Source: an optimization exercise on an open RTL-to-GDS flow (aim: a short achievable clock period and few clock cycles per item). Production flows keep margins and buffers that such runs may drop. The RTL was checked by simulation tests, not by an equivalence proof against the original design. Power is estimated from default activity; no workload was simulated.

==> design/flow/design.v <==
package lfu_pkg;
    localparam int MAX_FRAMES = 8;
    localparam int PAGE_BITS  = 8;
    localparam int PAGE_COUNT = 1 << PAGE_BITS;
    localparam int CNT_W      = 16;
    localparam int CFG_W      = 4;
    localparam int OCC_W      = $clog2(MAX_FRAMES + 1);
    localparam int IDX_W      = (MAX_FRAMES > 1) ? $clog2(MAX_FRAMES) : 1;
    localparam logic [CFG_W-1:0] CAP_RESET = 4'd8;
    typedef struct packed {
        logic [7:0] page_number;
        logic       last_ref;
    } t_req;
    typedef struct packed {
        logic        hit;
        logic [15:0] fault_total;
        logic        final_res;
    } t_res;
    typedef enum logic [2:0] {
        S_IDLE,
        S_UPDATE,
        S_WRITE,
        S_BUBBLE,
        S_DONE
    } t_state;
    typedef struct packed {
        logic load;
        logic update;
        logic wr_page;
        logic bub_step;
        logic done;
    } t_cmd;
    typedef struct packed {
        logic bub_stop;
    } t_sts;
endpackage
module lfu_dp (
    input  logic                          i_clk,
    input  logic                          i_rst_n,
    input  logic                          i_clr,
    input  logic                          i_we,
    input  logic [lfu_pkg::PAGE_BITS-1:0] i_waddr,
    input  logic [lfu_pkg::CNT_W-1:0]     i_wdata,
    input  logic [15:0]                   i_rsel,
    output logic [16*lfu_pkg::CNT_W-1:0]  o_bank
);
    logic [lfu_pkg::CNT_W-1:0]      r_mem [lfu_pkg::PAGE_COUNT];
    logic [lfu_pkg::PAGE_COUNT-1:0] r_vld;
    always_ff @(posedge i_clk) begin
        if (!i_rst_n || i_clr) begin
            r_vld <= '0;
        end else if (i_we) begin
            r_vld[i_waddr] <= 1'b1;
        end
    end
    always_ff @(posedge i_clk) begin
        if (i_we) begin
            r_mem[i_waddr] <= i_wdata;
        end
    end
    always_ff @(posedge i_clk) begin
        for (int b = 0; b < 16; b++) begin
            logic [lfu_pkg::CNT_W-1:0] w;
            w = '0;
            for (int k = 0; k < 16; k++) begin
                if (i_rsel[k] && r_vld[b*16+k]) begin
                    w = w | r_mem[b*16+k];
                end
            end
            o_bank[b*lfu_pkg::CNT_W +: lfu_pkg::CNT_W] <= w;
        end
    end
endmodule
module lfu_page_replacement_top (
    input  logic                      i_clk,
    input  logic                      i_rst_n,
    input  logic                      start,
    input  lfu_pkg::t_req             i_req,
    output logic                      busy,
    input  logic                      i_cfg_we,
    input  logic [lfu_pkg::CFG_W-1:0] i_cfg_wdata,
    output logic                      o_res_valid,
    output lfu_pkg::t_res             o_res
);
    localparam int N  = lfu_pkg::MAX_FRAMES;
    localparam int PW = lfu_pkg::PAGE_BITS;
    localparam int CW = lfu_pkg::CNT_W;
    logic          a_vld;
    logic [PW-1:0] a_page;
    logic          a_last;
    logic [15:0]   a_sel;
    always_ff @(posedge i_clk) begin
        if (!i_rst_n) begin
            a_vld <= 1'b0;
        end else begin
            a_vld <= start;
        end
        a_page <= i_req.page_number;
        a_last <= i_req.last_ref;
        for (int k = 0; k < 16; k++) begin
            a_sel[k] <= (i_req.page_number[3:0] == 4'(k));
        end
    end
    logic [PW-1:0] l_page [N];
    logic [CW-1:0] l_cnt  [N];
    logic [N-1:0]  l_v;
    logic [CW-1:0] r_fault;
    logic [N-1:0]  r_capsel;
    logic          u_full;
    logic          u_we;
    logic          u_clear;
    logic [CW-1:0] vict_dec;
    assign vict_dec = (l_cnt[0] == '0) ? '0 : l_cnt[0] - 1'b1;
    assign u_full   = |(r_capsel & l_v);
    assign u_we     = m_vld && u_full;
    logic          b_vld;
    logic [PW-1:0] b_page;
    logic          b_last;
    logic [16*CW-1:0] b_bank;
    lfu_dp u_mem (
        .i_clk   (i_clk),
        .i_rst_n (i_rst_n),
        .i_clr   (u_clear),
        .i_we    (u_we),
        .i_waddr (l_page[0]),
        .i_wdata (vict_dec),
        .i_rsel  (a_sel),
        .o_bank  (b_bank)
    );
    logic          y_clear;
    logic          y_we;
    logic [PW-1:0] y_page;
    logic [CW-1:0] y_data;
    always_ff @(posedge i_clk) begin
        if (!i_rst_n) begin
            b_vld <= 1'b0;
        end else begin
            b_vld <= a_vld;
        end
        b_page  <= a_page;
        b_last  <= a_last;
        y_clear <= u_clear;
        y_we    <= u_we;
        y_page  <= l_page[0];
        y_data  <= vict_dec;
    end
    logic          m_vld;
    logic [PW-1:0] m_page;
    logic          m_last;
    logic [CW-1:0] m_inc;
    logic [CW-1:0] rd_cnt;
    always_comb begin
        if (u_clear) begin
            rd_cnt = '0;
        end else if (u_we && (l_page[0] == b_page)) begin
            rd_cnt = vict_dec;
        end else if (y_clear) begin
            rd_cnt = '0;
        end else if (y_we && (y_page == b_page)) begin
            rd_cnt = y_data;
        end else begin
            rd_cnt = b_bank[b_page[7:4]*CW +: CW];
        end
    end
    always_ff @(posedge i_clk) begin
        if (!i_rst_n) begin
            m_vld <= 1'b0;
        end else begin
            m_vld <= b_vld;
        end
        m_page <= b_page;
        m_last <= b_last;
        m_inc  <= (rd_cnt == '1) ? rd_cnt : rd_cnt + 1'b1;
    end
    logic [N-1:0]  hit_v;
    logic          hit;
    logic          full;
    logic [N-1:0]  rm;
    logic [N-1:0]  le;
    logic [N-1:0]  b;
    logic [N-1:0]  sh;
    logic [CW-1:0] inc [N];
    logic [CW-1:0] new_cnt;
    logic [N:0]    b_x;
    logic [N:0]    v_x;
    logic [N-1:0]  b_r;
    logic [N-1:0]  v_r;
    logic [PW-1:0] r_page [N];
    logic [CW-1:0] r_cnt  [N];
    logic [PW-1:0] n_page [N];
    logic [CW-1:0] n_cnt  [N];
    logic [N-1:0]  n_v;
    logic [CW-1:0] fault_n;
    always_comb begin
        for (int i = 0; i < N; i++) begin
            hit_v[i] = l_v[i] && (l_page[i] == m_page);
            inc[i]   = (l_cnt[i] == '1) ? l_cnt[i] : l_cnt[i] + 1'b1;
        end
        hit  = |hit_v;
        full = u_full;
    end
    assign u_clear = m_vld && m_last;
    always_comb begin
        new_cnt = hit ? '0 : m_inc;
        for (int i = 0; i < N; i++) begin
            if (hit_v[i]) new_cnt = new_cnt | inc[i];
        end
    end
    always_comb begin
        for (int j = 0; j < N; j++) begin
            if (hit) begin
                le[j] = 1'b0;
                for (int i = 0; i < N; i++) begin
                    if (hit_v[i]) begin
                        if (j <= i) begin
                            le[j] = le[j] | 1'b1;
                        end else begin
                            le[j] = le[j] | ({1'b0, l_cnt[j]} <= ({1'b0, l_cnt[i]} + 17'd1));
                        end
                    end
                end
            end else begin
                le[j] = (l_cnt[j] <= m_inc);
            end
        end
    end
    always_comb begin
        for (int i = 0; i < N; i++) begin
            rm[i] = hit_v[i] || ((i == 0) && !hit && full);
            b[i]  = l_v[i] && !rm[i] && le[i];
        end
        sh[0] = rm[0];
        for (int i = 1; i < N; i++) begin
            sh[i] = sh[i-1] || rm[i];
        end
        b_x = {1'b0, b};
        v_x = {1'b0, l_v};
        for (int k = 0; k < N; k++) begin
            if (sh[k]) begin
                b_r[k]    = b_x[k+1];
                v_r[k]    = v_x[k+1];
                r_page[k] = (k + 1 < N) ? l_page[(k+1) % N] : l_page[k];
                r_cnt[k]  = (k + 1 < N) ? l_cnt[(k+1) % N]  : l_cnt[k];
            end else begin
                b_r[k]    = b_x[k];
                v_r[k]    = v_x[k];
                r_page[k] = l_page[k];
                r_cnt[k]  = l_cnt[k];
            end
        end
        for (int k = 0; k < N; k++) begin
            if (b_r[k]) begin
                n_page[k] = r_page[k];
                n_cnt[k]  = r_cnt[k];
            end else if ((k == 0) || b_r[(k+N-1) % N]) begin
                n_page[k] = m_page;
                n_cnt[k]  = new_cnt;
            end else begin
                n_page[k] = r_page[(k+N-1) % N];
                n_cnt[k]  = r_cnt[(k+N-1) % N];
            end
            n_v[k] = (k == 0) || v_r[(k+N-1) % N];
        end
    end
    assign fault_n = (!hit && (r_fault != '1)) ? r_fault + 1'b1 : r_fault;
    always_ff @(posedge i_clk) begin
        if (!i_rst_n) begin
            l_v      <= '0;
            r_fault  <= '0;
            r_capsel <= 8'b1000_0000;
        end else begin
            if (m_vld) begin
                if (m_last) begin
                    l_v     <= '0;
                    r_fault <= '0;
                end else begin
                    l_v     <= n_v;
                    r_fault <= fault_n;
                end
            end
            if (i_cfg_we) begin
                for (int k = 0; k < N; k++) begin
                    r_capsel[k] <= (i_cfg_wdata == '0) ? (k == 0) :
                                   (int'(i_cfg_wdata) > N) ? (k == N - 1) :
                                   (int'(i_cfg_wdata) == k + 1);
                end
            end
        end
    end
    always_ff @(posedge i_clk) begin
        if (m_vld) begin
            for (int k = 0; k < N; k++) begin
                l_page[k] <= n_page[k];
                l_cnt[k]  <= n_cnt[k];
            end
        end
    end
    logic r_vld;
    always_ff @(posedge i_clk) begin
        if (!i_rst_n) begin
            r_vld <= 1'b0;
        end else begin
            r_vld <= m_vld;
        end
        o_res.hit         <= hit;
        o_res.fault_total <= fault_n;
        o_res.final_res   <= m_last;
    end
    assign o_res_valid = r_vld;
    assign busy        = 1'b0;
endmodule
module lfu_page_replacement (
    input  logic        i_clk,
    input  logic        i_rst_n,
    input  logic        start,
    input  logic [7:0]  i_req_page,
    input  logic        i_req_last,
    output logic        busy,
    input  logic        i_cfg_we,
    input  logic [3:0]  i_cfg_wdata,
    output logic        o_res_valid,
    output logic        o_res_hit,
    output logic [15:0] o_res_fault_total,
    output logic        o_res_final
);
    lfu_pkg::t_req req;
    lfu_pkg::t_res res;
    assign req.page_number = i_req_page;
    assign req.last_ref    = i_req_last;
    lfu_page_replacement_top u_top (
        .i_clk       (i_clk),
        .i_rst_n     (i_rst_n),
        .start       (start),
        .i_req       (req),
        .busy        (busy),
        .i_cfg_we    (i_cfg_we),
        .i_cfg_wdata (i_cfg_wdata),
        .o_res_valid (o_res_valid),
        .o_res       (res)
    );
    assign o_res_hit         = res.hit;
    assign o_res_fault_total = res.fault_total;
    assign o_res_final       = res.final_res;
endmodule
==> design/flow/run.sh <==
#!/bin/bash
# synth_recipe.tcl (not shown) runs the flow's synth.tcl, then flattens the netlist and writes it again
# the make line also repeats each setting of config.mk as NAME=value (left out here)
make -C /OpenROAD-flow-scripts/flow DESIGN_CONFIG=/design/flow/config.mk WORK_HOME=/design/flow/orfs CLKGATE_MAP_FILE= SYNTH_SCRIPT=/design/flow/synth_recipe.tcl finish
==> design/flow/config.mk <==
export PLATFORM = sky130hd
export DESIGN_NAME = lfu_page_replacement
export DESIGN_NICKNAME = lfu_page_replacement
export VERILOG_FILES = /design/flow/design.v
export SDC_FILE = /design/flow/constraint.sdc
export NUM_CORES = 4
export LEC_CHECK = 0
export ABC_CLOCK_PERIOD_IN_PS = 2500
export CAP_MARGIN = 20
export CORE_MARGIN = 2
export CORE_UTILIZATION = 40
export SETUP_SLACK_MARGIN = 5
export SLEW_MARGIN = 20
export TNS_END_PERCENT = 20
==> design/flow/constraint.sdc <==
create_clock -name core_clock -period 8.0 [get_ports {i_clk}]
set_input_delay 1.6000 -clock core_clock [delete_from_list [all_inputs] [get_ports {i_clk}]]
set_output_delay 1.6000 -clock core_clock [all_outputs]
set_load 0.01 [all_outputs]
==> impl_results.md <==
- Net Sw Frac: between 20% and 30%
- Grt ovf: 0
- Post-synth EDFFs: 4,288
- Pleak: 79.9 nW
- Die Width: 707 µm
- Least-Margin Pin Slew: roughly 1.4 ns
- Cell taking the most area after synthesis: edfxtp_1
- Switching pwr: 0.0107 W
- Syn_nets: 13,347
- Largest buffer count on any clock path: 4
- Largest cells by area after synthesis: edfxtp_1, dfxtp_1, a221oi_1
- Area post-placement: 209,000 µm²
- Final Instance Area: 237,000 µm²
- TritonCTS Buffers: 480
- Hold Crit Depth: 0
- Pwr per Cell Area: 217 nW/µm²
- WHS Endpoint: u_top.b_page[7]
- Max-slew violations: 0
- Routability Congestion: 0.993
- #FFs+latches synth: 4,939
- Vias in the first global route: 122,419
- Initial Util: 40.1%
- Antenna Nets Post-Route: 0
- Final Critical Period: 4.79 ns
- Status: no timing/DRC/antenna violations
- Clock Latency Late Sink: 1.09 ns
- Slowest-stage cell, CP: edfxtp_1
- DRC: 0
- Critical path endpoint category: flop
- # setup viols final: 0
- Most frequent cell after synthesis: edfxtp_1
- Total power: slightly above 0.05 W
- Placed cells: 19,059
- Routed WL: 755,000 µm
- Arrival time of the worst setup path: 5.50 ns
- Top cells by count, synth: edfxtp_1, a221oi_1, a22o_1, nor2_1, clkbuf_1
- Clock power frac: 44.4%
- Core footprint: slightly below 500,000 µm²
- Crit path launch type: flop
- Largest incremental delay on the critical path: 0.52 ns
- Via count: 133,994
- Flop pwr share: 53.8%
- Comb pwr share: 1.8%
- Final period util: ~60%
- Gr usage total: between 20% and 30%
- Clk root buf: clkbuf_16
- PortBufs: 35
- Initial antenna violation count: 85
- Hpwl dp: between 400,000 and 500,000 µm
- CP delay by family, top: simple AND/OR/NAND/NOR gates
- Sequential share of the synthesized area: about 72%
- Die area: between 400,000 and 500,000 µm²
- Sink Count: between 4,000 and 5,000
- Clk_skew: between 0.15 and 0.2 ns
- Reg2reg end: u_top.l_cnt[4][6]
- Post-layout nets: 14,277
- CTS tree: built
- Post-synth top area share: 65.2%
- Cell with the most instances on the worst path: buf_12
- Wirelength per Cell: 36.5 µm
- Cell Int Power: 0.0409 W
- Setup Crit Path Kind: reg -> reg
- WP buf/inv: 6
- Peak VDD IR: roughly 0.22 mV
- Worst min path class: reg -> reg
- Initial DRC count: 21,927
- Final TNS setup: 0 ns
- Cells along the critical path: ha_4, nand4_1, nor3_2, and4_4, xnor2_2, buf_6, buf_6, ha_4, nand3_2, and3_4, a311oi_2, a21oi_2, o41ai_4, a211oi_4, nor3_4, buf_12, buf_12, buf_16, buf_12, nor2_2, a31o_2
- Slew headroom: 4.07%
- Hold_sp: u_top.a_page[7]
- Area Overhead vs Synth: 20.1%
- Syn Inst Count: between 10,000 and 15,000
- First-pass GRT wire length: 1,000,000 µm
- # IOs: 37
- Via density: 6.47
- Synthesized area per cell: 15.5 µm²
- Depth of the CTS H-tree: 5
- Async S/R FF share, synth: 0%
- Synth unique cells: 92
- FF-to-FF path depth: 21
- Die height: ~710 µm
- Fmax: between 200 and 250 MHz
- RSZ-0062 raised after global routing: yes
- Share of cells above drive strength 1: roughly a fifth
- Hold WS: 0.327 ns
- Top FF cell, synth: edfxtp_1
- CP required: 8.71 ns
- Critical path peak fanout: 5
- Worst R2R Start: u_top.l_cnt[1][1]
- Clock-pin slew on the worst setup and hold paths: about 0.070 ns
- CP Launch Point: u_top.l_cnt[1][1]
- Fin. Hold Viols: 0
- Row count: approximately 260
- Mapped Area: 198,000 µm²
- Largest net degree at the start of global routing: 194
- Max-cap violations: 0
- Ys Warns: 16
- Drt pass-1 iters: 8
- Non-filler cells in the finished layout: 20,698
- FF-to-FF setup slack: 3.21 ns
through the flow:
stage	util (%)	worst slack, ns
after global placement	42.3	1.68
after detailed placement	42.4	1.66
final	48.2	3.21
after global routing	48.1	3.24
after CTS	47.1	3.48
after floorplan	-	2.13
repair_timing:
| action | 4_1_cts | 5_1_grt |
|---|---|---|
| pin swaps | 117 | 222 |
| hold buffers | 0 | 0 |
| setup endpoints to repair | 8646 | 4146 |
| gates cloned | 57 | 36 |
| buffers inserted | 367 | 179 |
| gates resized for setup | 655 | 493 |
per-layer routing:
layer / wire length (µm) / track usage, % / part of all wire [%]
met1: 284000 / 38.5 / 38
met4: 45500 / 14.3 / 6.0
met2: 326000 / 42.2 / 43
met5: 255 / 0 / 0.034
met3: 99900 / 8.07 / 13
worst max path at each step:
stage               cells past startpoint                  to  slack (ns)
floorplan                              12     u_top.m_inc[14]        2.13
global placement                       17  u_top.l_cnt[2][13]        1.68
detailed placement                     16   u_top.l_cnt[6][1]        1.66
CTS                                    18   u_top.l_cnt[2][1]        3.48
global route                           21   u_top.l_cnt[4][6]        3.24
finish                                 21   u_top.l_cnt[4][6]        3.21
power groups by stage:
stage	Clock (W)	Combinational [W]	Sequential, W
finish	0.0229	0.000938	0.0278
global route	0.0240	0.000968	0.0278
CTS	0.0230	0.000810	0.0278
detailed placement	0	0.000667	0.0284
global placement	0	0.000659	0.0284
floorplan	0	0.000384	0.0283
final cells by class:
type / count / area (µm²)
clock buffer: 681 / 13600
fill: 41144 / 256000
timing repair buffer: 1305 / 13500
sequential: 4939 / 142000
multi-input combinational: 6865 / 57300
antenna: 91 / 228
tap: 6500 / 8130
timing repair inverter: 3 / 26.3
clock inverter: 227 / 2360
inverter: 87 / 404
kinds of logic after synthesis:
group,synth area share [%]
xor+xnor,1.09
simple gates,6.16
fa+ha+maj,3.67
other cells,0.00190
flops,71.8
mux,2.57
buf+inv,1.91
compound gates,12.8
flip-flops by register name, indices dropped and copies added (netlist names), 8 cells and up:
| signal | cells |
|---|---|
| u_top.l_v | 8 |
| u_top.m_page | 8 |
| u_top.u_mem.r_mem | 4096 |
| u_top.u_mem.r_vld | 256 |
| u_top.m_inc | 16 |
| u_top.a_sel | 16 |
| u_top.l_cnt | 128 |
| u_top.u_mem.o_bank | 256 |
| u_top.y_data | 16 |
| u_top.y_page | 8 |
| u_top.r_fault | 16 |
| u_top.l_page | 64 |
| u_top.o_res | 18 |
| u_top.r_capsel | 8 |
| u_top.b_page | 8 |
| u_top.a_page | 8 |
cells in the final DEF, fill, tap and decap left out, types with 89 or more instances in the layout:
master	count
edfxtp_1	4288
a221oi_1	1034
a22o_1	1026
buf_4	948
dfxtp_1	614
nor2_1	568
ha_1	538
a21oi_1	522
clkbuf_16	520
nand4_1	403
nand2_1	296
and2_1	265
mux2i_1	230
nor2_2	137
clkbuf_1	136
nand3_1	117
xor2_1	114
buf_6	110
buf_12	105
o21ai_0	95
diode_2	91
clkinv_2	89
worst reg2reg max path, delay by kind of cell (launching register included):
kind	cells	cell delay [ns]
flops	1	0.52
compound gates	5	1.24
xor+xnor	1	0.07
fa+ha+maj	2	0.48
buf+inv	6	0.82
simple gates	7	1.30
Testbench counts, summed over its fixed seeds: cycles 16,032, items 16,000.

==> re-timing with driven ports <==
Ports are ideal in the flow. The routed layout listed here was re-timed in OpenROAD. Step 1: set_driving_cell puts a clkbuf_16 on i_clk and a buf_2 on each other input, an assumption about the parent block. Step 2, shift: input delay + t, output delay - t, t = (earliest + latest rising clock arrival at the registers) / 2. This alone moves slack from input paths to output paths. Three values: ideal, step 1, step 2; two values: the first two.
shift t [ns]: 1.119
setup slack, ns: 3.214 / 3.214 / 3.214
hold WS [ns]: 0.327 / 0.327 / 0.327
After both steps this run still meets setup and hold. For this run, drivers alone change the setup slack by 0.000 ns; drivers and shift together by 0.000 ns.
